This is an optimization exercise on Yosys and OpenROAD, whose aim is a short achievable clock period and few clock cycles, not a production implementation. Function was checked by simulation only, so behaviour that the tests miss may differ from the original. No activity file was given, so power comes from the tool's default toggle rates.

==> job 9562 <==
## rv_core
module rv_core (
  input  wire logic         clk,
  input  wire logic         reset,
  output logic [5:0]        o_imem_addr,
  input  wire logic [31:0]  i_imem_rdata,
  output logic [5:0]        o_dmem_addr,
  output logic              o_dmem_we,
  output logic [63:0]       o_dmem_wdata,
  input  wire logic [63:0]  i_dmem_rdata
);
  logic [7:1]  pc_f;         
  logic [7:2]  pc_o;         
  logic [7:1]  m_pc;         
  logic        m_valid;      
  logic        m_bt;         
  logic        r_valid;
  logic [1:0]  r_cnt;        
  logic [31:1] r_rs1_oh;
  logic [31:1] r_rs2_oh;
  logic [4:0]  r_rs1;
  logic [4:0]  r_rs2;
  logic [31:1] r_alu_oh;     
  logic [31:1] r_ld_oh;      
  logic [4:0]  r_rd;
  logic        r_aluw;       
  logic        r_ldw;        
  logic        r_ld;
  logic        r_sd;
  logic        r_beq;
  logic        r_add;
  logic        r_addi;
  logic        r_sub;
  logic        r_and;
  logic        r_or;
  logic        r_pred;
  logic [11:0] r_imm;
  logic [7:1]  r_alt;        
  logic        x_valid;
  ...
export LEC_CHECK = 0
export CAP_MARGIN = 35
export CELL_PAD_IN_SITES_DETAIL_PLACEMENT = 1
export CELL_PAD_IN_SITES_GLOBAL_PLACEMENT = 2
export CORE_MARGIN = 2
export CORE_UTILIZATION = 40
export GPL_TIMING_DRIVEN = 1
export PLACE_DENSITY = 0.5
export SLEW_MARGIN = 20
export TNS_END_PERCENT = 25
create_clock -name core_clock -period 12.0 [get_ports {clk}]
standard.sh (not shown) runs the stock make flow with config.mk's settings and CLKGATE_MAP_FILE= SYNTH_SCRIPT=/design/flow/synth_recipe.tcl, a recipe that flattens the netlist after the stock synthesis.
==> flow/flow/run.sh <==
#!/bin/bash
# Standard synthesis, then the standard flow's own layout steps with two changes to how the
# layout is made (not to its constraints): repair_timing aims for SETUP_MARGIN ns
# of slack at the design's own clock period, so the timing repair keeps working
# past a positive slack, and the port buffers start as buf_4 cells.
set -euo pipefail
SETUP_MARGIN=${SETUP_MARGIN:-7.8}
bash standard.sh synth > synth.log 2>&1
bash standard.sh SETUP_SLACK_MARGIN=$SETUP_MARGIN "BUFFER_PORTS_ARGS=-buffer_cell sky130_fd_sc_hd__buf_4" finish > layout.log 2>&1
==> job 6209 (differences from job 9562) <==
--- a/flow/design.v
+++ b/flow/design.v
@@ -37,12 +37,13 @@
   logic        r_pred;
   logic [11:0] r_imm;
   logic [7:1]  r_alt;        
   logic        x_valid;
   logic [63:0] x_a;          
   logic [63:0] x_b;
+  logic [63:0] x_sdat;       
   logic [31:1] x_alu_oh;
   logic [31:1] x_ld_oh;
   logic [4:0]  x_rd;
   logic        x_aluw;
   logic        x_ldw;
   logic        x_ld;
@@ -215,43 +216,27 @@
   assign r_wr   = r_valid && (r_aluw || r_ldw);
   assign r_one  = !(x_valid && (x_aluw || x_ldw) && (r_rs1 == x_rd)) &&
                   !(lp1_v && (r_rs1 == lp1_rd)) &&
                   ((w_v && (r_rs1 == w_rd)) ? w_one :
                    (!(lp2_v && (r_rs1 == lp2_rd)) && of0[r_rs1]));
   assign r_zr   = r_aluw && r_am1 && r_one;
-  function automatic logic src_zero(input logic [4:0] sr, input logic [31:0] zfv,
-                                    input logic rwr, input logic [4:0] rrd, input logic rz,
-                                    input logic xv, input logic xaw, input logic xlw,
-                                    input logic [4:0] xrd, input logic xz,
-                                    input logic l1v, input logic [4:0] l1rd,
-                                    input logic l2v, input logic [4:0] l2rd,
-                                    input logic wv, input logic [4:0] wrd,
-                                    input logic wz);
-    logic z;
-    if (sr == 5'd0)
-      z = 1'b1;
-    else if (rwr && (sr == rrd))
-      z = rz;
-    else if (xv && xaw && (sr == xrd))
-      z = xz;
-    else if (xv && xlw && (sr == xrd))
-      z = 1'b0;
-    else if (l1v && (sr == l1rd))
-      z = 1'b0;
-    else if (wv && (sr == wrd))
-      z = wz;
-    else if (l2v && (sr == l2rd))
-      z = 1'b0;
-    else
-      z = zfv[sr];
-    src_zero = z;
-  endfunction
-  assign z1 = src_zero(w_rs1, zf0, r_wr, r_rd, r_zr, x_valid, x_aluw, x_ldw, x_rd, x_zero,
-                       lp1_v, lp1_rd, lp2_v, lp2_rd, w_v, w_rd, w_zero);
-  assign z2 = src_zero(w_rs2, zf0, r_wr, r_rd, r_zr, x_valid, x_aluw, x_ldw, x_rd, x_zero,
-                       lp1_v, lp1_rd, lp2_v, lp2_rd, w_v, w_rd, w_zero);
+  logic [31:1] x_ld_v, zrest;
+  logic [31:0] zrest0;
+  logic        r_s1, r_s2, x_s1, x_s2;
+  assign x_ld_v = x_valid ? x_ld_oh : 31'd0;
+  always_comb
+    for (int r = 1; r < 32; r++)
+      zrest[r] = !x_ld_v[r] && !lp1_oh[r] &&
+                 (w_oh[r] ? w_zero : (!lp2_oh[r] && zf[r]));
+  assign zrest0 = {zrest, 1'b1};
+  assign r_s1   = r_wr && (w_rs1 == r_rd) && (w_rs1 != 5'd0);
+  assign r_s2   = r_wr && (w_rs2 == r_rd) && (w_rs2 != 5'd0);
+  assign x_s1   = x_valid && x_aluw && (w_rs1 == x_rd);
+  assign x_s2   = x_valid && x_aluw && (w_rs2 == x_rd);
+  assign z1     = r_s1 ? r_zr : (x_s1 ? x_zero : zrest0[w_rs1]);
+  assign z2     = r_s2 ? r_zr : (x_s2 ? x_zero : zrest0[w_rs2]);
   assign always_t = d_beq && (w_rs1 == w_rs2);
   assign pred     = always_t || (d_beq && (w[31] || (z1 && z2)));
   assign target   = m_pc + {w[27:25], w[11:8]};
   assign seq      = m_pc + 7'd2;
   assign rs2_op = w[5];
   assign hz2 = r_valid && (r_cnt == 2'd0) && r_ldw &&
@@ -382,12 +367,14 @@
       x_valid <= r_go;
   end
   always_ff @(posedge clk)
   begin
     x_a      <= rd1;
     x_b      <= rd2;
+    if (r_sd)
+      x_sdat <= rd2;
     x_alu_oh <= r_alu_oh;
     x_ld_oh  <= r_ld_oh;
     x_rd     <= r_rd;
     x_aluw   <= r_aluw;
     x_ldw    <= r_ldw;
     x_ld     <= r_ld;
@@ -442,13 +429,13 @@
   begin
     x_res    <= res;
     w_rd     <= x_rd;
     lp1_rd   <= x_rd;
     lp2_rd   <= lp1_rd;
     dq_addr  <= addr9[8:3];
-    dq_wdata <= b;
+    dq_wdata <= x_sdat;
   end
   for (genvar r = 1; r < 32; r++)
   begin : g_rf
     always_ff @(posedge clk)
     begin
       if (!reset)
==> summary of the runs <==
- Job 6209 produced a layout that fails on slew limit. Job 9562 completed with no timing, DRC or antenna violations.
- In job 6209 the routed wire length is lower than in job 9562, by about 0.7%.
- Against job 6209, the fmax of job 9562 is lower by about 1.6%.
- Of job 9562 and job 6209, job 9562 has the higher core utilization (gap 0.46 points).
- In register-to-register slack, job 6209 and job 9562 hardly differ.
- Between job 9562 and job 6209, the lower via count is in job 9562 (gap 0.93%, measured against job 6209).
- Between job 6209 and job 9562, the lower clock skew is in job 9562 (gap 0.023 ns).
- Clock power is about the same in job 9562 and job 6209.
- Against job 6209, the non-clock buffer count of job 9562 is higher by 53.
- In job 6209 the first-iteration DRC count is smaller than in job 9562, by about 0.7%.
Testbench counts of job 9562, summed over its fixed seeds: cycles 52,992.
Testbench counts of job 6209, summed over its fixed seeds: cycles 52,992.

-- re-timing with driven ports --
Ports are ideal in the flow. The routed layouts listed here were re-timed in OpenROAD. Step 1, drivers: a clkbuf_16 drives clk and a buf_2 each remaining input, both assumed. Step 2 adds t to the input delays and takes it off the output delays; t is the mean of the earliest and latest rising clock arrival at the registers after step 1. Input paths then give back, and output paths get back, about the clock's delay inside the block. Three values: ideal ports, drivers, drivers and shift; two values: the first two.
run | t (ns) | setup slack, ns | slew at the worst register clock pin (ns)
job 9562 | 1.128 | 7.573 / 7.439 / 6.673 | 0.07 / 0.07
job 6209 | 1.130 | 7.642 / 7.658 / 6.614 | 0.10 / 0.10
For job 6209, which loses most, drivers alone change the setup slack by +0.016 ns; drivers and shift together by -1.028 ns.
